This is an optimization exercise on Yosys and OpenROAD, whose aim is a short achievable clock period and few clock cycles, not a production implementation.
Function was checked by simulation only, so behaviour that the tests miss may differ from the original.
Power figures rest on the tool's default switching activity, not on a simulated workload.

## flow/config.mk

```make
export PLATFORM = sky130hd
export DESIGN_NAME = dcacheTop
export DESIGN_NICKNAME = dcacheTop
export VERILOG_FILES = /design/flow/design.v
export SDC_FILE = /design/flow/constraint.sdc
export NUM_CORES = 4
export LEC_CHECK = 0
export ABC_CLOCK_PERIOD_IN_PS = 1500
export CAP_MARGIN = 20
export CORE_MARGIN = 2
export CORE_UTILIZATION = 40
export SLEW_MARGIN = 20
```

## flow/constraint.sdc

```tcl
create_clock -name core_clock -period 10.0 [get_ports {CLK}]
set_input_delay 2.0000 -clock core_clock [delete_from_list [all_inputs] [get_ports {CLK}]]
set_output_delay 2.0000 -clock core_clock [all_outputs]
set_load 0.01 [all_outputs]
```

## flow/design.v

```verilog
package dcachePkg;
	localparam int WORD_W = 32;
	localparam int SETS = 8;
	localparam int IDX_W = 3;
	localparam int TAG_W = 26;
	localparam int WORD_BYTES = 4;
	localparam logic [WORD_W-1:0] STATS_ADDR = 32'h00003100;
	typedef logic [WORD_W-1:0] word_t;
	typedef struct packed {
		logic [TAG_W-1:0] tag;
		logic [IDX_W-1:0] idx;
		logic             blkOff;
		logic [1:0]       bytOff;
	} dAddr_t;
	typedef struct packed {
		word_t wordA;
		word_t wordB;
	} block_t;
	typedef struct packed {
		logic [TAG_W-1:0] tag;
		block_t           data;
		logic             valid;
		logic             dirty;
	} frame_t;
	typedef struct packed {
		logic   ren;
		logic   wen;
		dAddr_t addr;
		word_t  store;
	} cpuReq_t;
	typedef struct packed {
		logic  ren;
		logic  wen;
		word_t addr;
		word_t store;
	} memReq_t;
	typedef struct packed {
		logic             fillA;
		logic             fillB;
		logic             store;
		logic             clean;
		logic             touchTag;
		logic [IDX_W-1:0] idx;
		logic [TAG_W-1:0] tag;
		logic             wordSel;
		word_t            data;
	} wayCmd_t;
	typedef enum logic [3:0] {
		IDLE      = 4'h0,
		READHIT   = 4'h1,
		OVERWRITE = 4'h2,
		WRITEHIT  = 4'h3,
		WBA       = 4'h4,
		WBB       = 4'h5,
		FILLA     = 4'h6,
		FILLB     = 4'h7,
		FLUSH     = 4'h8,
		STATS     = 4'h9,
		STOP      = 4'hA
	} cacheState_t;
endpackage
`timescale 1ns/1ps
module dcacheTop (
	input  logic        CLK,
	input  logic        nRST,
	input  logic        cpuRen,
	input  logic        cpuWen,
	input  logic [31:0] cpuAddr,
	input  logic [31:0] cpuStore,
	input  logic        halt,
	output logic        dHit,
	output logic [31:0] loadData,
	output logic        flushed,
	output logic        memRen,
	output logic        memWen,
	output logic [31:0] memAddr,
	output logic [31:0] memStore,
	input  logic [31:0] memLoad,
	input  logic        memWait
);
	localparam logic [3:0] S_LOOK  = 4'd0;   
	localparam logic [3:0] S_RESP  = 4'd1;   
	localparam logic [3:0] S_RESPM = 4'd2;   
	localparam logic [3:0] S_WBA   = 4'd3;   
	localparam logic [3:0] S_WBB   = 4'd4;
	localparam logic [3:0] S_FA    = 4'd5;   
	localparam logic [3:0] S_FB    = 4'd6;
	localparam logic [3:0] S_FWA   = 4'd7;   
	localparam logic [3:0] S_FWB   = 4'd8;
	localparam logic [3:0] S_FST   = 4'd9;   
	localparam logic [3:0] S_DONE  = 4'd10;
	localparam logic [3:0] S_FLUSH = 4'd11;  
	localparam logic [3:0] S_FIX   = 4'd12;  
	logic [25:0] tag0 [8];
	logic [25:0] tag1 [8];
	logic [31:0] a0 [8];
	logic [31:0] b0 [8];
	logic [31:0] a1 [8];
	logic [31:0] b1 [8];
	logic [7:0]  valid0, valid1;
	logic [7:0]  dirty0, dirty1;
	logic [7:0]  lru;        
	logic [31:0] hitCount;
	logic [3:0]  state;
	logic        vWay;       
	logic        hWay;       
	logic        fWay;       
	logic [2:0]  fIdx;
	logic [31:0] holdA;      
	logic [31:0] loadQ;      
	logic        dHitQ, flushedQ, memRenQ, memWenQ;
	logic [31:0] loadDataQ, memAddrQ, memStoreQ;
	assign dHit = dHitQ;
	assign loadData = loadDataQ;
	assign flushed = flushedQ;
	assign memRen = memRenQ;
	assign memWen = memWenQ;
	assign memAddr = memAddrQ;
	assign memStore = memStoreQ;
	logic        rqWen;
	logic [29:0] rqAddr;
	logic [31:0] rqStore;
	always_ff @(posedge CLK) begin
		rqWen <= cpuWen;
		rqAddr <= cpuAddr[31:2];
		rqStore <= cpuStore;
		loadQ <= memLoad;
	end
	logic        lkReq, lkHalt;
	logic [29:0] lkAddr;
	assign lkReq   = cpuRen || cpuWen;
	assign lkHalt  = halt;
	assign lkAddr  = cpuAddr[31:2];
	logic [25:0] cTag;
	logic [2:0]  idx;
	logic        off;
	assign cTag = lkAddr[29:4];
	assign idx  = lkAddr[3:1];
	assign off  = lkAddr[0];
	logic [7:0] eq0, eq1;
	always_comb begin
		for (int s = 0; s < 8; s++) begin
			eq0[s] = valid0[s] && (tag0[s] == cTag);
			eq1[s] = valid1[s] && (tag1[s] == cTag);
		end
	end
	logic [7:0] dec;
	always_comb begin
		for (int s = 0; s < 8; s++) begin
			dec[s] = (idx == 3'(s));
		end
	end
	logic hit0, hit1, hit;
	assign hit0 = |(eq0 & dec);
	assign hit1 = |(eq1 & dec);
	assign hit = hit0 || hit1;
	logic [7:0] pm0, pm1;
	always_comb begin
		for (int s = 0; s < 8; s++) begin
			pm0[s] = valid0[s] && (tag0[s][3:0] == cTag[3:0]);
			pm1[s] = valid1[s] && (tag1[s][3:0] == cTag[3:0]);
		end
	end
	logic pred, predB, mispred;
	assign pred = |(pm1 & dec);
	assign predB = |(pm0 & dec);
	assign mispred = cpuRen && ((hit0 && pred) || (hit1 && predB));
	logic [31:0] w0, w1;
	assign w0 = off ? b0[idx] : a0[idx];
	assign w1 = off ? b1[idx] : a1[idx];
	logic [7:0] vwS, wb0S, wb1S;
	logic vw, wb0, wb1, vDirty;
	assign vw = vwS[idx];
	assign wb0 = wb0S[idx];
	assign wb1 = wb1S[idx];
	assign vDirty = wb0 || wb1;
	logic [25:0] vTag;
	assign vTag = wb1 ? tag1[idx] : tag0[idx];
	logic [31:0] vA;
	assign vA = wb1 ? a1[idx] : a0[idx];
	logic [25:0] mTag;
	logic [2:0]  mIdx;
	logic        mOff;
	assign mTag = rqAddr[29:4];
	assign mIdx = rqAddr[3:1];
	assign mOff = rqAddr[0];
	logic [25:0] mvTag;
	logic [31:0] mvB;
	assign mvTag = vWay ? tag1[mIdx] : tag0[mIdx];
	assign mvB = vWay ? b1[mIdx] : b0[mIdx];
	logic found;
	logic fw;
	logic [2:0] fi;
	always_comb begin
		fw = 1'b0;
		fi = '0;
		for (int s = 7; s >= 0; s--) begin
			if (dirty1[s]) begin
				fw = 1'b1;
				fi = 3'(s);
			end
		end
		for (int s = 7; s >= 0; s--) begin
			if (dirty0[s]) begin
				fw = 1'b0;
				fi = 3'(s);
			end
		end
	end
	assign found = (|dirty0) || (|dirty1);
	logic foundQ, fwQ;
	logic [2:0] fiQ;
	always_ff @(posedge CLK) begin
		foundQ <= found;
		fwQ <= fw;
		fiQ <= fi;
	end
	logic [25:0] sTag;
	logic [31:0] sA;
	assign sTag = fwQ ? tag1[fiQ] : tag0[fiQ];
	assign sA = fwQ ? a1[fiQ] : a0[fiQ];
	logic [31:0] fB;
	assign fB = fWay ? b1[fIdx] : b0[fIdx];
	logic [31:0] scanAddr, scanStore;
	assign scanAddr = foundQ ? {sTag, fiQ, 3'b000} : 32'h00003100;
	assign scanStore = foundQ ? sA : hitCount;
	logic [31:0] fillWord;
	assign fillWord = mOff ? memLoad : holdA;
	logic [31:0] fixWord;
	assign fixWord = hWay ? (mOff ? b1[mIdx] : a1[mIdx]) : (mOff ? b0[mIdx] : a0[mIdx]);
	logic altLd;
	logic [31:0] altWord;
	assign altLd = (state == S_FB) || (state == S_FIX);
	assign altWord = (state == S_FB) ? fillWord : fixWord;
	logic look, resp, respWrite;
	assign look = (state == S_LOOK);
	assign resp = (state == S_RESP);
	assign respWrite = resp && rqWen;
	logic startFlush;    
	assign startFlush = (state == S_FLUSH) || (state == S_FWB && !memWait);
	always_ff @(posedge CLK, negedge nRST) begin
		if (!nRST) begin
			state <= S_LOOK;
			dHitQ <= 1'b0;
			flushedQ <= 1'b0;
			memRenQ <= 1'b0;
			memWenQ <= 1'b0;
		end else begin
			dHitQ <= 1'b0;
			case (state)
				S_LOOK: begin
					if (lkReq) begin
						if (hit) begin
							if (mispred) begin
								state <= S_FIX;
							end else begin
								dHitQ <= 1'b1;
								state <= S_RESP;
							end
						end else if (vDirty) begin
							memWenQ <= 1'b1;
							state <= S_WBA;
						end else begin
							memRenQ <= 1'b1;
							state <= S_FA;
						end
					end else if (lkHalt) begin
						state <= S_FLUSH;
					end
				end
				S_RESP, S_RESPM: state <= S_LOOK;
				S_FIX: begin
					dHitQ <= 1'b1;
					state <= S_RESP;
				end
				S_WBA: if (!memWait) state <= S_WBB;
				S_WBB: if (!memWait) begin
					memWenQ <= 1'b0;
					memRenQ <= 1'b1;
					state <= S_FA;
				end
				S_FA: if (!memWait) state <= S_FB;
				S_FB: if (!memWait) begin
					memRenQ <= 1'b0;
					dHitQ <= 1'b1;
					state <= S_RESPM;
				end
				S_FLUSH: begin
					memWenQ <= 1'b1;
					state <= foundQ ? S_FWA : S_FST;
				end
				S_FWA: if (!memWait) state <= S_FWB;
				S_FWB: if (!memWait) state <= foundQ ? S_FWA : S_FST;
				S_FST: if (!memWait) begin
					memWenQ <= 1'b0;
					flushedQ <= 1'b1;
					state <= S_DONE;
				end
				S_DONE: state <= S_DONE;
				default: state <= S_LOOK;
			endcase
		end
	end
	logic [25:0] fTag;
	logic [31:0] fA;
	assign fTag = fWay ? tag1[fIdx] : tag0[fIdx];
	assign fA = fWay ? a1[fIdx] : a0[fIdx];
	logic [31:0] mvA;
	assign mvA = vWay ? a1[mIdx] : a0[mIdx];
	logic [31:0] addrN, storeN;
	always_comb begin
		addrN = {mTag, mIdx, 3'b100};
		storeN = mvB;
		case (state)
			S_LOOK: begin
				addrN = {(vDirty ? vTag : cTag), idx, 3'b000};
				storeN = vA;
			end
			S_FLUSH: begin
				addrN = scanAddr;
				storeN = scanStore;
			end
			S_WBA: begin
				addrN = {mvTag, mIdx, !memWait, 2'b00};
				storeN = memWait ? mvA : mvB;
			end
			S_WBB: begin
				addrN = memWait ? {mvTag, mIdx, 3'b100} : {mTag, mIdx, 3'b000};
				storeN = mvB;
			end
			S_FA: addrN = {mTag, mIdx, !memWait, 2'b00};
			S_FB: addrN = {mTag, mIdx, 3'b100};
			S_FWA: begin
				addrN = {fTag, fIdx, !memWait, 2'b00};
				storeN = memWait ? fA : fB;
			end
			S_FWB: begin
				addrN = memWait ? {fTag, fIdx, 3'b100} : scanAddr;
				storeN = memWait ? fB : scanStore;
			end
			S_FST: begin
				addrN = 32'h00003100;
				storeN = hitCount;
			end
			default: ;
		endcase
	end
	always_ff @(posedge CLK) begin
		case (state)
			S_LOOK: begin
				vWay <= vw;
				hWay <= hit1;
			end
			default: ;
		endcase
		memAddrQ <= addrN;
		memStoreQ <= storeN;
		loadDataQ[15:0] <= altLd ? altWord[15:0] : (pred ? w1[15:0] : w0[15:0]);
		loadDataQ[31:16] <= altLd ? altWord[31:16] : (predB ? w0[31:16] : w1[31:16]);
		if (state == S_FA) begin
			holdA <= memLoad;
		end
		if (startFlush) begin
			fWay <= fwQ;
			fIdx <= fiQ;
		end
	end
	logic fill;
	assign fill = (state == S_RESPM);
	logic [7:0] valid0N, valid1N, dirty0N, dirty1N, lruN;
	always_comb begin
		valid0N = valid0;
		valid1N = valid1;
		dirty0N = dirty0;
		dirty1N = dirty1;
		lruN = lru;
		if (resp) begin
			lruN[mIdx] = hWay;
		end
		if (respWrite) begin
			if (hWay) dirty1N[mIdx] = 1'b1;
			else dirty0N[mIdx] = 1'b1;
		end
		if (fill) begin
			lruN[mIdx] = vWay;
			if (vWay) begin
				valid1N[mIdx] = 1'b1;
				dirty1N[mIdx] = rqWen;
			end else begin
				valid0N[mIdx] = 1'b1;
				dirty0N[mIdx] = rqWen;
			end
		end
		if (startFlush && foundQ) begin
			if (fwQ) dirty1N[fiQ] = 1'b0;
			else dirty0N[fiQ] = 1'b0;
		end
	end
	always_ff @(posedge CLK, negedge nRST) begin
		if (!nRST) begin
			valid0 <= '0;
			valid1 <= '0;
			dirty0 <= '0;
			dirty1 <= '0;
			lru <= '0;
			vwS <= '0;
			wb0S <= '0;
			wb1S <= '0;
			hitCount <= '0;
		end else begin
			valid0 <= valid0N;
			valid1 <= valid1N;
			dirty0 <= dirty0N;
			dirty1 <= dirty1N;
			lru <= lruN;
			for (int i = 0; i < 8; i++) begin
				vwS[i] <= !valid0N[i] ? 1'b0 : !valid1N[i] ? 1'b1 : !lruN[i];
				wb0S[i] <= valid0N[i] && valid1N[i] && lruN[i] && dirty0N[i];
				wb1S[i] <= valid0N[i] && !(valid1N[i] && lruN[i]) && dirty1N[i];
			end
			if (resp) begin
				hitCount <= hitCount + 32'd1;
			end
		end
	end
	always_ff @(posedge CLK) begin
		if (respWrite) begin
			if (hWay) begin
				if (mOff) b1[mIdx] <= rqStore;
				else a1[mIdx] <= rqStore;
			end else begin
				if (mOff) b0[mIdx] <= rqStore;
				else a0[mIdx] <= rqStore;
			end
		end
		if (fill) begin
			if (vWay) begin
				tag1[mIdx] <= mTag;
				a1[mIdx] <= (rqWen && !mOff) ? rqStore : holdA;
				b1[mIdx] <= (rqWen && mOff) ? rqStore : loadQ;
			end else begin
				tag0[mIdx] <= mTag;
				a0[mIdx] <= (rqWen && !mOff) ? rqStore : holdA;
				b0[mIdx] <= (rqWen && mOff) ? rqStore : loadQ;
			end
		end
	end
endmodule
```

## flow/flow/run.sh

```bash
#!/bin/bash
# The standard layout, with timing repair aimed well below the clock period
set -euo pipefail
bash standard.sh SETUP_SLACK_MARGIN=6.5 finish > standard.log 2>&1
```

## flow/standard.sh

```bash
#!/bin/bash
# synth_recipe.tcl (not shown) runs the flow's synth.tcl, then flattens the netlist and writes it again
# the make line also repeats each setting of config.mk as NAME=value (left out here)
make -C /OpenROAD-flow-scripts/flow DESIGN_CONFIG=/design/flow/config.mk WORK_HOME=/design/flow/orfs CLKGATE_MAP_FILE= SYNTH_SCRIPT=/design/flow/synth_recipe.tcl "${@:-finish}"
```

==> results of run 1 <==
==> critical path: stages <==
cell and delay (ns):
buf_12 0.12, buf_16 0.15, xor2_4 0.16, nor4_4 0.51, nand3_4 0.19, nand4_1 0.19, or4_4 0.30, buf_12 0.16
buf_16 0.15, mux4_2 0.51, nor2_2 0.12, a211oi_1 0.06
==> power groups by stage <==
stage / clock network, mW / registers (mW) / logic [mW]
global placement: 0 / 9.23 / 5.99
global route: 8.09 / 9.12 / 7.10
floorplan: 0 / 9.00 / 3.68
finish: 7.76 / 9.10 / 6.98
CTS: 7.80 / 9.09 / 6.38
detailed placement: 0 / 9.23 / 6.03
==> cell type report <==
type | count | area [um2] | share of cell area [%]
multi-input cells | 4740 | 54100 | 43.2
flip-flops and latches | 1779 | 51100 | 40.8
repair buffers | 699 | 8610 | 6.88
clock buffers | 261 | 5450 | 4.35
well taps | 3402 | 4260 | 3.40
clock inverters | 107 | 1500 | 1.20
inverters | 26 | 106 | 0.0850
diodes | 12 | 30.0 | 0.0240
==> repair_timing <==
action / 4_1_cts / 5_1_grt
gates resized for setup: 1095 / 231
pin swaps: 76 / 54
cloned: 42 / 15
buffers inserted: 173 / 66
setup endpoints to repair: 2330 / 1127
==> per-stage QoR <==
step	utilization (%)	hold WS, ns	area [um2]
final	48.2	0.473	125000
after floorplan	-	0.406	106000
after CTS	47.4	0.465	123000
after global routing	48.2	0.481	125000
after global placement	42.3	0.477	110000
after detailed placement	42.3	0.471	110000
==> worst min path at each step <==
stage                         from  cells past startpoint                 to  slack, ns
2_1_floorplan    fiQ[2]$_SDFF_PP0_                      0  fIdx[2]$_DFFE_PN_       0.41
3_5_place_dp     fIdx[0]$_DFFE_PN_                      2          flip-flop       0.47
4_1_cts          fIdx[1]$_DFFE_PN_                      2          flip-flop       0.46
3_3_place_gp   dirty0[0]$_DFF_PN0_                      1  fiQ[0]$_SDFF_PP0_       0.48
5_1_grt        dirty0[0]$_DFF_PN0_                      1  fiQ[0]$_SDFF_PP0_       0.48
6_report         fIdx[1]$_DFFE_PN_                      2          flip-flop       0.47
==> cell families after synthesis <==
kind of cell / share of synthesized area (%)
fa+ha+maj: 0.0840
xor+xnor: 3.80
other cells: 0.00360
buf+inv: 3.11
mux: 28.3
compound gates: 9.90
simple gates: 5.96
flops: 48.8
==> layer usage <==
| layer | share of wire (%) | track usage [%] | up-vias |
|---|---|---|---|
| li1 | - | - | 30500 |
| met1 | 34 | 46.4 | 42000 |
| met2 | 41 | 49.8 | 8529 |
| met3 | 17 | 15.2 | 1856 |
| met4 | 7.1 | 20.7 | 34 |
| met5 | 0.046 | 0 | - |
==> registers in the layout, indices dropped and copies added, names as in the netlist, 30 cells and up, named ones only <==
signal and flops:
a0 256, a1 256, b0 256, b1 256, hitCount 32, holdA 32, loadDataQ 32, loadQ 32
memAddrQ 30, memStoreQ 32, rqAddr 30, rqStore 32, tag0 208, tag1 208
==> cells in the mapped netlist, drive strengths merged (16+ instances only) <==
cell,instances,area (um2)
a211oi,40,305
a21oi,181,906
a221oi,149,1310
a22o,28,245
a22oi,660,4950
a31oi,35,219
and2,23,151
and3,18,113
and4,96,841
buf,406,2180
clkbuf,258,970
dfrtp,104,2600
dfxtp,197,3940
edfxtp,1478,44400
inv,25,93.8
mux2,176,1980
mux2i,495,4970
mux4,1001,22600
nand2,247,927
nand2b,49,307
nand3,61,310
nand4,121,757
nor2,287,1080
nor2b,60,375
nor3,25,130
nor4,143,910
o211ai,98,736
o21ai,127,639
o21bai,17,128
o32ai,16,140
xnor2,33,289
xor2,417,3670
==> results_dict.tcl, run 1 <==
set metrics [dict create \
    status "timing/DRC/antenna clean" \
    grt_pass1_vias 78600 \
    dr.pass1.iters 9 \
    postCtsHoldBufs 0 \
    drt_iter0_markers 15800 \
    gr-total-overflow 0 \
    numCtsBuffers 193 \
    power_density_nw_per_um2 191 \
    power_frac_comb_pct 29.3 \
    p_seq_share_pct 38.2 \
    grt_setup_unrepaired "true" \
    slew-limit-headroom_pct 20.8 \
    swShare_pct 34.0 \
    synthArstFlopShare_pct 5.85 \
    worst_ep_required_time_ns 10.75 \
    cts_max_path_buffers 3 \
    grt_start_max_net_pins 95 \
    synth.distinct_cells 84 \
    fin_ws_ns 6.08 \
    synthesis.area_um2 104000 \
    antenna_left 0 \
    grtUsageTotal_pct 35.7 \
    rrSetupSlack_ns 6.24 \
    drt-wirelength-per-cell_um 44.3 \
    drive_gt1_share_pct 34.2 \
    die-area_um2 265000 \
    clk_latency_ns 0.92 \
    pre_cts_slack_ns 3.25 \
    vias 82800 \
    ys_seq_area_share_pct 48.8 \
    dp.cells 10400 \
    die_y_um 515 \
    core-area_um2 259000 \
    synth_edf_count 1478 \
    cts_root_buf "clkbuf_16" \
    ff2ff_path_depth 7 \
    pin_count 202 \
    critPathLaunchType "primary input" \
    rows 187 \
    regToRegStartpoint "state[0]$_DFFE_PN0P_" \
    grt_pass1_wl_mm 655 \
    hp-class "flip-flop to flip-flop" \
    yosys_warnings 1 \
    synthCells 7207 \
    setup_viol 0 \
    cp-startpoint "cpuAddr[8]" \
    fill_cells 21500 \
    total_power_mw 23.8 \
    max_freq_mhz 255 \
    crit_type "primary input to flip-flop" \
    tightest_slew_ns 1.18 \
    final_nets 7548 \
    area_growth_pct 20.0 \
    crit_arrival_ns 4.67 \
    clock_skew_ns 0.0862 \
    start_util_pct 40.2 \
    drc 0 \
    finalWeightedCongestion 1.10 \
    fin_tns_setup_ns 0 \
    layout_commonest_cell "edfxtp_1" \
    place_hpwl_mm 275 \
    drt_wl_total_mm 488 \
    finalMaxSlewViolations 0 \
    max-vdd-ir-drop_mv 0.199 \
    viasPerCell 7.51 \
    endpoint "loadDataQ[14]$_DFF_P_" \
    hold_viol 0 \
    ys_ff_latch 1779 \
    antenna_found_initial 35 \
    final_cell_count_no_fill 11000 \
    cp_max_fo 7 \
    power.switching_mw 8.11 \
    p_int_mw 15.7 \
    rr_endpoint "memAddrQ[13]$_DFF_P_" \
    final_cell_mix "edfxtp_1 (1478), mux4_2 (1001), a22oi_1 (659)" \
    clkTransAtPathRegs_ns 0.07 \
    post-route-period-util_pct 39.2 \
    port_buffers 197 \
    avgSynthCellArea_um2 14.5 \
    ys.flop_type "edfxtp_1" \
    cap_violations 0 \
    worstSetupEndpointType "flip-flop" \
    cts_tree "yes" \
    clkSinkCount 1779 \
    period_minus_slack_ns 3.92 \
    die_width_um 515 \
    power_frac_clock_pct 32.6 \
    p_leak_nw 40.4 \
    htreeDepth 4 \
]
Testbench counts, summed over its fixed seeds: cycles 73,735.
==> run 2, diff against run 1 <==
--- a/flow/design.v
+++ b/flow/design.v
@@ -184,10 +184,18 @@
 	assign mTag = rqAddr[29:4];
 	assign mIdx = rqAddr[3:1];
 	assign mOff = rqAddr[0];
+	logic [2:0]  rIdx;
+	logic        rOff;
+	always_ff @(posedge CLK) begin
+		if (state == S_LOOK) begin
+			rIdx <= cpuAddr[5:3];
+			rOff <= cpuAddr[2];
+		end
+	end
 	logic [25:0] mvTag;
 	logic [31:0] mvB;
-	assign mvTag = vWay ? tag1[mIdx] : tag0[mIdx];
-	assign mvB = vWay ? b1[mIdx] : b0[mIdx];
+	assign mvTag = vWay ? tag1[rIdx] : tag0[rIdx];
+	assign mvB = vWay ? b1[rIdx] : b0[rIdx];
 	logic found;
 	logic fw;
 	logic [2:0] fi;
@@ -225,9 +233,9 @@
 	assign scanAddr = foundQ ? {sTag, fiQ, 3'b000} : 32'h00003100;
 	assign scanStore = foundQ ? sA : hitCount;
 	logic [31:0] fillWord;
-	assign fillWord = mOff ? memLoad : holdA;
+	assign fillWord = rOff ? memLoad : holdA;
 	logic [31:0] fixWord;
-	assign fixWord = hWay ? (mOff ? b1[mIdx] : a1[mIdx]) : (mOff ? b0[mIdx] : a0[mIdx]);
+	assign fixWord = hWay ? (rOff ? b1[rIdx] : a1[rIdx]) : (rOff ? b0[rIdx] : a0[rIdx]);
 	logic altLd;
 	logic [31:0] altWord;
 	assign altLd = (state == S_FB) || (state == S_FIX);
@@ -306,7 +314,7 @@
 	assign fTag = fWay ? tag1[fIdx] : tag0[fIdx];
 	assign fA = fWay ? a1[fIdx] : a0[fIdx];
 	logic [31:0] mvA;
-	assign mvA = vWay ? a1[mIdx] : a0[mIdx];
+	assign mvA = vWay ? a1[rIdx] : a0[rIdx];
 	logic [31:0] addrN, storeN;
 	always_comb begin
 		addrN = {mTag, mIdx, 3'b100};
==> run 2 against run 1 <==
Compared with the run above:
- highest routed layer unchanged
- global-route usage fell by 2.4 points
- combinational power rose by 53%
- sequential cell count rose by 7
- critical endpoint is now loadDataQ[15]$_DFF_P_
- power rose by 17%
- clock power rose by 2.7%
- design area rose by 1.0%
- utilization barely moved
==> results_dict.tcl, run 2 <==
set metrics [dict create \
    status "timing/DRC/antenna clean" \
    max_freq_mhz 259 \
    layout_commonest_cell "edfxtp_1" \
    yosysMostFrequentCell "edfxtp_1" \
    synth_edf_count 1482 \
    fin_tns_setup_ns 0 \
    clkSinkCount 1786 \
    antenna_found_initial 24 \
    grt_start_max_net_pins 98 \
    drc 0 \
    worstSetupEndpointType "flip-flop" \
    rows 188 \
    vias 75100 \
    ff2ff_path_depth 8 \
    cp-startpoint "cpuAddr[7]" \
    cap_violations 0 \
    place_hpwl_mm 257 \
    clock_skew_ns 0.0978 \
    post-route-period-util_pct 38.6 \
    synthCells 6452 \
    die-area_um2 267000 \
    drive_gt1_share_pct 44.1 \
    period_minus_slack_ns 3.86 \
    yosys_warnings 1 \
    clk_latency_ns 0.92 \
    grt_pass1_wl_mm 610 \
    finalWeightedCongestion 0.977 \
    grtUsageTotal_pct 33.3 \
    htreeDepth 4 \
    rr_endpoint "memStoreQ[28]$_DFF_P_" \
    synthesis.area_um2 105000 \
    ys_ff_latch 1786 \
    final_nets 6837 \
    cp_max_fo 8 \
    hp-class "flip-flop to flip-flop" \
    crit_type "primary input to flip-flop" \
    die_width_um 517 \
    slew-limit-headroom_pct 24.5 \
    ys.flop_type "edfxtp_1" \
    fin_util_pct 48.3 \
    start_util_pct 40.2 \
    synth.distinct_cells 70 \
    drt-wirelength-per-cell_um 43.6 \
    synth.largest_area_cell "edfxtp_1" \
    cts_tree "yes" \
    die_y_um 517 \
    clkTransAtPathRegs_ns 0.06 \
    final_cell_count_no_fill 10400 \
    hold_viol 0 \
    power_density_nw_per_um2 221 \
    endpoint "loadDataQ[15]$_DFF_P_" \
    avgSynthCellArea_um2 16.3 \
    max-vdd-ir-drop_mv 0.240 \
    critPathLaunchType "primary input" \
    fill_cells 21800 \
    antenna_left 0 \
    whs_ns 0.456 \
    crit_arrival_ns 4.62 \
    port_buffers 197 \
    drt_wl_total_mm 455 \
    drt_iter0_markers 12200 \
    cts_max_path_buffers 4 \
    synthTopCellsByArea "edfxtp_1 (42%), mux4_2 (31%), dfxtp_1 (3.8%), xor2_1 (3.5%), mux2i_1 (3.2%)" \
    dr.pass1.iters 8 \
    setup_viol 0 \
    cts_root_buf "clkbuf_16" \
    grt_setup_unrepaired "true" \
    netlist_top_cells_count "edfxtp_1 (1482), mux4_2 (1450), xor2_1 (418), mux2i_1 (340), clkbuf_1 (300)" \
    core-area_um2 262000 \
    gr-total-overflow 0 \
    ys_seq_area_share_pct 48.5 \
    rrSetupSlack_ns 6.41 \
    numCtsBuffers 210 \
    finalMaxSlewViolations 0 \
    final_cell_mix "edfxtp_1 (1482), mux4_2 (1450), mux2i_1 (333)" \
    viasPerCell 7.21 \
    p_leak_nw 40.9 \
    pin_count 202 \
    dp.cells 9765 \
    worst_ep_required_time_ns 10.76 \
    grt_pass1_vias 72000 \
    area_growth_pct 20.1 \
    synthArstFlopShare_pct 5.82 \
    tightest_slew_ns 1.13 \
    postCtsHoldBufs 0 \
    synth_top_area_share_pct 42.3 \
]
-- run 2: routing by layer --
layer  wire (um)  vias up  global-route usage [%]
li1            -    27800                       -
met1      160000    39400                    43.7
met2      201000     6627                    49.4
met3       64100     1340                    10.3
met4       29300       18                    18.4
met5         210        -                   0.379
-- run 2: cell type report --
type	instances	area [um2]	area share, %
antenna	11	27.5	0.0218
clock buffer	284	5930	4.69
clock inverter	101	1150	0.908
inverter	24	97.6	0.0772
multi-input combinational	4065	55700	44.0
sequential	1786	51300	40.5
tap	3515	4400	3.48
timing repair buffer	641	7930	6.27
-- run 2: worst min path at each step --
stage | cells past startpoint | startpoint | to | slack (ns)
floorplan | 0 | fiQ[2]$_SDFF_PP0_ | fIdx[2]$_DFFE_PN_ | 0.41
global placement | 2 | rIdx[0]$_DFFE_PP_ | flip-flop | 0.42
finish | 2 | rIdx[0]$_DFFE_PP_ | flip-flop | 0.46
CTS | 2 | rIdx[2]$_DFFE_PP_ | flip-flop | 0.45
global route | 2 | rIdx[2]$_DFFE_PP_ | flip-flop | 0.47
detailed placement | 2 | rIdx[2]$_DFFE_PP_ | flip-flop | 0.43
-- run 2: what timing repair did --
action / 4_1_cts / 5_1_grt
resized for setup: 1049 / 208
setup buffers: 142 / 65
cloned: 42 / 17
setup endpoints to repair: 1837 / 1050
pin swaps: 74 / 60
hold endpoints to repair: 0 / 0
-- run 2: through the flow --
step	power, mW	cell area (um2)	setup WS, ns
after floorplan	15.4	106000	5.98
after global placement	18.9	111000	3.13
after detailed placement	18.9	111000	3.21
after CTS	27.3	124000	6.24
after global routing	28.5	126000	6.10
final	27.9	126000	6.14
-- run 2: cells by family (layout without fill, tap and decap cells) --
logic type | Yosys count | after routing | synth area share, %
AO/OA/AOI/OAI | 687 | 687 | 4.57
XOR/XNOR | 451 | 451 | 3.75
adder cells (fa/ha/maj) | 7 | 7 | 0.0831
buffers and inverters | 603 | 1050 | 2.44
flip-flops | 1786 | 1786 | 48.5
multiplexers | 1991 | 1991 | 36.4
other | 1 | 13 | 0.00356
AND/OR/NAND/NOR | 926 | 927 | 4.24
-- run 2: worst max-delay path, cell delays in order --
cell and delay [ns]:
buf_12 0.12, buf_16 0.14, buf_12 0.12, xor2_4 0.20, nor4_4 0.05, buf_4 0.16, and2_4 0.15, or4_4 0.67
buf_12 0.25, mux4_2 0.47, a21oi_4 0.17, nand2_1 0.07
-- run 2: where the power goes --
group | total (mW) | switching (mW) | internal, mW
combinational | 10.7 | 6.11 | 4.59
clock | 7.97 | 3.25 | 4.72
sequential | 9.23 | 0.564 | 8.66
total | 27.9 | 9.93 | 18.0
Testbench counts of run 2, summed over its fixed seeds: cycles 73,735.
==> run 3, diff against run 2 <==
--- a/flow/config.mk
+++ b/flow/config.mk
@@ -10,3 +10,4 @@
 export CORE_MARGIN = 2
 export CORE_UTILIZATION = 40
 export SLEW_MARGIN = 20
+export TNS_END_PERCENT = 5
==> run 3 against run 2 <==
Compared with the run above:
- power fell by 0.59%
- sequential cell count did not move
- synthesized area did not move
- synthesized cell count did not move
- sequential share of layout area rose by 0.34 points
- still clean
- non-clock buffer count fell by 96
- largest power group unchanged
- critical endpoint is now loadDataQ[21]$_DFF_P_
- critical path depth rose by 3
==> results_dict.tcl, run 3 <==
set metrics [dict create \
    regToRegStartpoint "state[0]$_DFFE_PN0P_" \
    cp_max_fo 12 \
    yosys_warnings 1 \
    dr.max_layer_used "met5" \
    critPathLaunchType "primary input" \
    cts_tree "yes" \
    slew-limit-headroom_pct 19.2 \
    power.switching_mw 9.86 \
    max_freq_mhz 259 \
    place_area_um2 111000 \
    die-area_um2 267000 \
    fin_tns_setup_ns 0 \
    met3_length_mm 63.7 \
    synthTopCellsByArea "edfxtp_1 (42%), mux4_2 (31%), dfxtp_1 (3.8%), xor2_1 (3.5%), mux2i_1 (3.2%)" \
    synth.largest_area_cell "edfxtp_1" \
    drt_wl_total_mm 450 \
    synthCells 6452 \
    post-route-period-util_pct 38.6 \
    cts_root_buf "clkbuf_16" \
    period_minus_slack_ns 3.86 \
    grt_pass1_vias 72500 \
    clock_skew_ns 0.0681 \
    final_cell_mix "edfxtp_1 (1482), mux4_2 (1450), mux2i_1 (340)" \
    viasPerCell 7.20 \
    drc 0 \
    finalMaxSlewViolations 0 \
    cts_max_path_buffers 3 \
    swShare_pct 35.6 \
    grt_setup_unrepaired "true" \
    netlist_top_cells_count "edfxtp_1 (1482), mux4_2 (1450), xor2_1 (418), mux2i_1 (340), clkbuf_1 (300)" \
    place_hpwl_mm 250 \
    tightest_slew_ns 1.21 \
    status "timing/DRC/antenna clean" \
    clkTransAtPathRegs_ns 0.06 \
    pin_count 202 \
    ys_seq_area_share_pct 48.5 \
    drt-wirelength-per-cell_um 43.5 \
    antenna_found_initial 23 \
    clk_latency_ns 0.90 \
    dr.pass1.iters 8 \
    rows 188 \
    synth-xor-area-share_pct 3.75 \
    synthArstFlopShare_pct 5.82 \
    fin_ws_ns 6.14 \
    core-area_um2 262000 \
    rrSetupSlack_ns 6.26 \
    grt_pass1_wl_mm 611 \
    finalWeightedCongestion 0.973 \
    hold-path-cell-count 2 \
    crit_arrival_ns 4.61 \
    synth_mux_area_share_pct 36.4 \
    yosysMostFrequentCell "edfxtp_1" \
    antenna_left 0 \
    hp-class "flip-flop to flip-flop" \
    htreeDepth 4 \
    grt_start_max_net_pins 118 \
    worstSetupEndpointType "flip-flop" \
    clkSinkCount 1786 \
    power_frac_clock_pct 29.0 \
    port_buffers 197 \
    p_seq_share_pct 33.1 \
    numCtsBuffers 202 \
    avgSynthCellArea_um2 16.3 \
    fin_util_pct 47.8 \
    setup_viol 0 \
    cap_violations 0 \
    synth_edf_count 1482 \
    p_leak_nw 40.5 \
    die_width_um 517 \
    vias 74400 \
    drt-met1-wl_mm 157 \
    gr-total-overflow 0 \
    total_power_mw 27.7 \
    grtUsageTotal_pct 33.4 \
    pre_cts_slack_ns 3.36 \
    synth_top_area_share_pct 42.3 \
    ff2ff_path_depth 6 \
    met2_length_mm 199 \
    worst_ep_required_time_ns 10.74 \
    layout_commonest_cell "edfxtp_1" \
    power_density_nw_per_um2 221 \
    max-vdd-ir-drop_mv 0.209 \
    drt_iter0_markers 11500 \
    synth_compound_area_share_pct 4.57 \
    synth-simple-area-share_pct 4.24 \
    crit_type "primary input to flip-flop" \
    hold_viol 0 \
    power_frac_comb_pct 37.8 \
    synth.distinct_cells 70 \
    drive_gt1_share_pct 41.5 \
    final_area_um2 125000 \
    start_util_pct 40.2 \
    ys.flop_type "edfxtp_1" \
    ys_ff_latch 1786 \
    synthAdderAreaFrac_pct 0.0832 \
    synth_top_family_by_area "multiplexers" \
    postCtsHoldBufs 0 \
    final_nets 6733 \
    p_int_mw 17.9 \
    area_growth_pct 18.9 \
    synthesis.area_um2 105000 \
    die_y_um 517 \
    rr_endpoint "b1[1][26]$_DFFE_PP_" \
    hp-start "rIdx[2]$_DFFE_PP_" \
]
run 3: cell count changes in the layout (fill, tap and decap cells not counted), moves of 23 or more:
cell and delta:
dlymetal6s2s_1 +24, clkdlybuf4s50_1 +57, clkbuf_16 -23, buf_2 -40
buf_6 -32, buf_4 -37
run 3: layout make-up:
cell class | instances | area (um2)
fillers | 21900 | 137000
diodes | 15 | 37.5
repair buffers | 545 | 7150
well taps | 3515 | 4400
clock inverters | 124 | 1540
clock buffers | 260 | 5710
flip-flops and latches | 1786 | 51200
multi-input cells | 4065 | 55200
inverters | 24 | 97.6
run 3: critical path, stage by stage:
cell,delay [ns]
buf_16,0.14
buf_16,0.16
buf_12,0.14
buf_8,0.12
and3_4,0.14
and2_4,0.17
nand2_1,0.07
nand4_1,0.13
or2_4,0.29
buf_12,0.17
buf_8,0.15
buf_4,0.16
buf_16,0.18
o211ai_1,0.44
nand2_1,0.09
run 3: cell families (layout without fill, tap and decap cells):
family | count (synthesis) | after routing
compound gates | 687 | 687
xor+xnor | 451 | 451
fa+ha+maj | 7 | 7
buf+inv | 603 | 953
flops | 1786 | 1786
mux | 1991 | 1991
other cells | 1 | 17
simple gates | 926 | 927
run 3: how the worst max path moves through the flow:
stage          cells after the start                   from  slack (ns)                     to
6_report                          15             cpuAddr[5]        6.14  loadDataQ[21]$_DFF_P_
5_1_grt                            1  loadDataQ[24]$_DFF_P_        6.15           loadData[24]
4_1_cts                            1    memWenQ$_DFFE_PN0P_        6.03                 memWen
3_5_place_dp                       9             cpuAddr[8]        3.36   loadDataQ[8]$_DFF_P_
3_3_place_gp                       9             cpuAddr[8]        3.38   loadDataQ[8]$_DFF_P_
2_1_floorplan                     10             cpuAddr[7]        5.98   loadDataQ[0]$_DFF_P_
run 3: layer usage:
| layer | vias to the layer above | GRT usage [%] |
|---|---|---|
| li1 | 27600 | - |
| met1 | 38900 | 43.0 |
| met2 | 6481 | 49.7 |
| met3 | 1368 | 11.1 |
| met4 | 22 | 18.6 |
| met5 | - | 0.162 |
run 3: per-stage QoR:
step                      hold WS, ns  instances
after floorplan                 0.406       6453
after global placement          0.430       9754
after detailed placement        0.428       9754
after CTS                       0.443      10300
after global routing            0.462      10300
final                           0.448      10300
run 3: repair_timing:
action	in CTS	in global routing
endpoints found under the setup margin	1769	1056
buffers inserted	119	7
cloned	55	0
resized for setup	721	113
pin swaps	99	22
run 3: power by group through the flow:
stage | logic [mW] | clock network (mW) | registers (mW)
2_1_floorplan | 6.25 | 0 | 9.05
3_3_place_gp | 9.43 | 0 | 9.36
3_5_place_dp | 9.46 | 0 | 9.37
4_1_cts | 10.3 | 8.10 | 9.16
5_1_grt | 10.8 | 8.39 | 9.22
6_report | 10.5 | 8.04 | 9.19
==> run 4, diff against run 3 <==
==> flow/flow/run.sh (replaced) <==
#!/bin/bash
# The standard layout, with timing repair aimed well below the clock period
set -euo pipefail
bash standard.sh SETUP_SLACK_MARGIN=6.0 finish > standard.log 2>&1
--- a/flow/config.mk
+++ b/flow/config.mk
@@ -10,4 +10,3 @@
 export CORE_MARGIN = 2
 export CORE_UTILIZATION = 40
 export SLEW_MARGIN = 20
-export TNS_END_PERCENT = 5
==> run 4 against run 3 <==
Compared with the run above:
- still clean
- global-route usage down 1.4 points
- critical path depth down 8
- first-iteration DRC count up 6.2%
- largest cell class unchanged
- largest power group unchanged
==> results_dict.tcl, run 4 <==
set metrics [dict create \
    status "timing/DRC/antenna clean" \
    dr.pass1.iters 7 \
    regToRegStartpoint "fiQ[1]$_SDFF_PP0_" \
    clkTransAtPathRegs_ns 0.06 \
    synthAdderAreaFrac_pct 0.0832 \
    total_power_mw 27.2 \
    grt_pass1_wl_mm 590 \
    worstSetupEndpointType "flip-flop" \
    power_density_nw_per_um2 223 \
    layout_commonest_cell "edfxtp_1" \
    core-area_um2 262000 \
    synth-simple-area-share_pct 4.24 \
    avgSynthCellArea_um2 16.3 \
    cts_max_path_buffers 3 \
    synthCells 6452 \
    finalWeightedCongestion 1.07 \
    period_minus_slack_ns 4.11 \
    finalMaxSlewViolations 0 \
    p_leak_nw 39.1 \
    clock_skew_ns 0.131 \
    place_area_um2 111000 \
    start_util_pct 40.2 \
    synth_edf_count 1482 \
    synth_top_family_by_area "multiplexers" \
    hold_viol 0 \
    post-route-period-util_pct 41.1 \
    synthArstFlopShare_pct 5.82 \
    synth.largest_area_cell "edfxtp_1" \
    cp_max_fo 19 \
    final_cell_mix "edfxtp_1 (1482), mux4_2 (1450), mux2i_1 (340)" \
    place_hpwl_mm 252 \
    synth.distinct_cells 70 \
    viasPerCell 7.19 \
    final_nets 6651 \
    htreeDepth 4 \
    area_growth_pct 16.1 \
    port_buffers 197 \
    synth_compound_area_share_pct 4.57 \
    tightest_slew_ns 1.22 \
    yosys_warnings 1 \
    yosysMostFrequentCell "edfxtp_1" \
    cts_tree "yes" \
    crit_type "primary input to flip-flop" \
    drt_wl_total_mm 436 \
    drt_iter0_markers 12200 \
    ys_seq_area_share_pct 48.5 \
    antenna_left 0 \
    synth_mux_area_share_pct 36.4 \
    setup_viol 0 \
    die-area_um2 267000 \
    grt_setup_unrepaired "true" \
    drc 0 \
    vias 73700 \
    critPathLaunchType "primary input" \
    hp-class "flip-flop to flip-flop" \
    drive_gt1_share_pct 38.7 \
    slew-limit-headroom_pct 18.9 \
    pin_count 202 \
    grtUsageTotal_pct 32.0 \
    die_y_um 517 \
    synth_top_area_share_pct 42.3 \
    max-vdd-ir-drop_mv 0.279 \
    final_area_um2 122000 \
    synthesis.area_um2 105000 \
    cts_root_buf "clkbuf_16" \
    die_width_um 517 \
    ys.flop_type "edfxtp_1" \
    synthTopCellsByArea "edfxtp_1 (42%), mux4_2 (31%), dfxtp_1 (3.8%), xor2_1 (3.5%), mux2i_1 (3.2%)" \
    antenna_found_initial 31 \
    cp-startpoint "memWait" \
    cap_violations 0 \
    fin_tns_setup_ns 0 \
    synth-xor-area-share_pct 3.75 \
    drt-wirelength-per-cell_um 42.6 \
    max_freq_mhz 243 \
    rows 188 \
    postCtsHoldBufs 0 \
    grt_pass1_vias 71100 \
    gr-total-overflow 0 \
    netlist_top_cells_count "edfxtp_1 (1482), mux4_2 (1450), xor2_1 (418), mux2i_1 (340), clkbuf_1 (300)" \
    worst_ep_required_time_ns 10.72 \
    clk_latency_ns 0.93 \
    numCtsBuffers 197 \
    grt_start_max_net_pins 110 \
    crit_arrival_ns 4.84 \
    ys_ff_latch 1786 \
    hp-start "rIdx[2]$_DFFE_PP_" \
    clkSinkCount 1786 \
]
run 4: path summary, 6_finish.rpt:
check / endpoint / slack, ns / cells past startpoint
min reg2reg: flip-flop / 0.44 / 2
min in group asynchronous: flushedQ$_DFFE_PN0P_ / 1.14 / 1
max reg2reg: memAddrQ[30]$_DFF_P_ / 6.02 / 6
max: memAddrQ[11]$_DFF_P_ / 5.89 / 7
max in group asynchronous: state[2]$_DFFE_PN0P_ / 7.50 / 2
min: flip-flop / 0.44 / 2
run 4: final cells by class:
| type | instances | area, um2 |
|---|---|---|
| antenna | 12 | 30.0 |
| sequential | 1786 | 51200 |
| fill | 22100 | 140000 |
| clock buffer | 270 | 5570 |
| multi-input combinational | 4066 | 54200 |
| inverter | 24 | 97.6 |
| timing repair buffer | 467 | 5190 |
| clock inverter | 104 | 1690 |
| tap | 3515 | 4400 |
run 4: through the flow:
| step | setup WS (ns) | hold WS [ns] | util, % | cells |
|---|---|---|---|---|
| final | 5.89 | 0.442 | 46.7 | 10200 |
| after global routing | 5.98 | 0.469 | 46.7 | 10200 |
| after CTS | 5.99 | 0.442 | 46.2 | 10200 |
| after detailed placement | 3.15 | 0.430 | 42.5 | 9759 |
| after global placement | 3.20 | 0.425 | 42.5 | 9759 |
| after floorplan | 5.97 | 0.406 | - | 6453 |
run 4: per-layer routing:
metal,global-route usage [%],share of wire [%],vias to the layer above
met2,47.7,44,6466
met1,41.6,35,38300
met5,0,0.044,-
li1,-,-,27400
met3,10.3,14,1410
met4,17.5,6.7,28
run 4: what timing repair did:
action / 4_1_cts / 5_1_grt
setup buffers: 44 / 31
cloned: 14 / 9
pin swaps: 28 / 24
gates resized for setup: 355 / 123
endpoints found under the hold margin: 0 / 0
setup endpoints to repair: 527 / 197
run 4: kinds of logic (layout without fill, tap and decap cells):
group / Yosys count / count (layout)
other: 1 / 14
buffers and inverters: 603 / 865
AO/OA/AOI/OAI: 687 / 687
flip-flops: 1786 / 1786
multiplexers: 1991 / 1991
adder cells (fa/ha/maj): 7 / 7
AND/OR/NAND/NOR: 926 / 928
XOR/XNOR: 451 / 451
run 4: worst max-delay path, cell delays in order:
cell and delay, ns:
clkdlybuf4s15_2 0.41, nor2b_1 0.50, nor2_1 0.15, o21ai_4 0.82, buf_4 0.46, a22oi_1 0.15, nand3_1 0.31
run 4: report_power, final:
part,switching [mW],total (mW),internal (mW)
Clock,3.29,8.07,4.79
Sequential,0.679,9.32,8.64
Combinational,5.58,9.84,4.25
Total,9.55,27.2,17.7

==> static timing again, ports no longer ideal <==
In the flow no input, the clock included, has a driving cell. The finished layouts below were timed again as built, in two steps.
Step 1 assumes that a clkbuf_16 drives the clock port and a buf_2 every other input.
Step 2, shift: input delay + t, output delay - t, t = (earliest + latest rising clock arrival at the registers) / 2. This alone moves slack from input paths to output paths.
Slacks: ideal ports / drivers / drivers and shift; pairs: ideal ports / drivers.
| run | t, ns | setup slack, ns | cell pins on the clock port's net |
|---|---|---|---|
| run 1 | 0.993 | 6.082 / 6.014 / 5.020 | 1 |
| run 2 | 0.972 | 6.143 / 5.993 / 5.020 | 1 |
| run 3 | 0.959 | 6.139 / 5.933 / 4.974 | 1 |
| run 4 | 0.964 | 5.885 / 5.725 / 4.761 | 1 |
After both steps setup and hold are still met in every run listed. The setup slack of run 3, which loses most, moves by -0.206 ns with the drivers and by -1.165 ns with both steps.
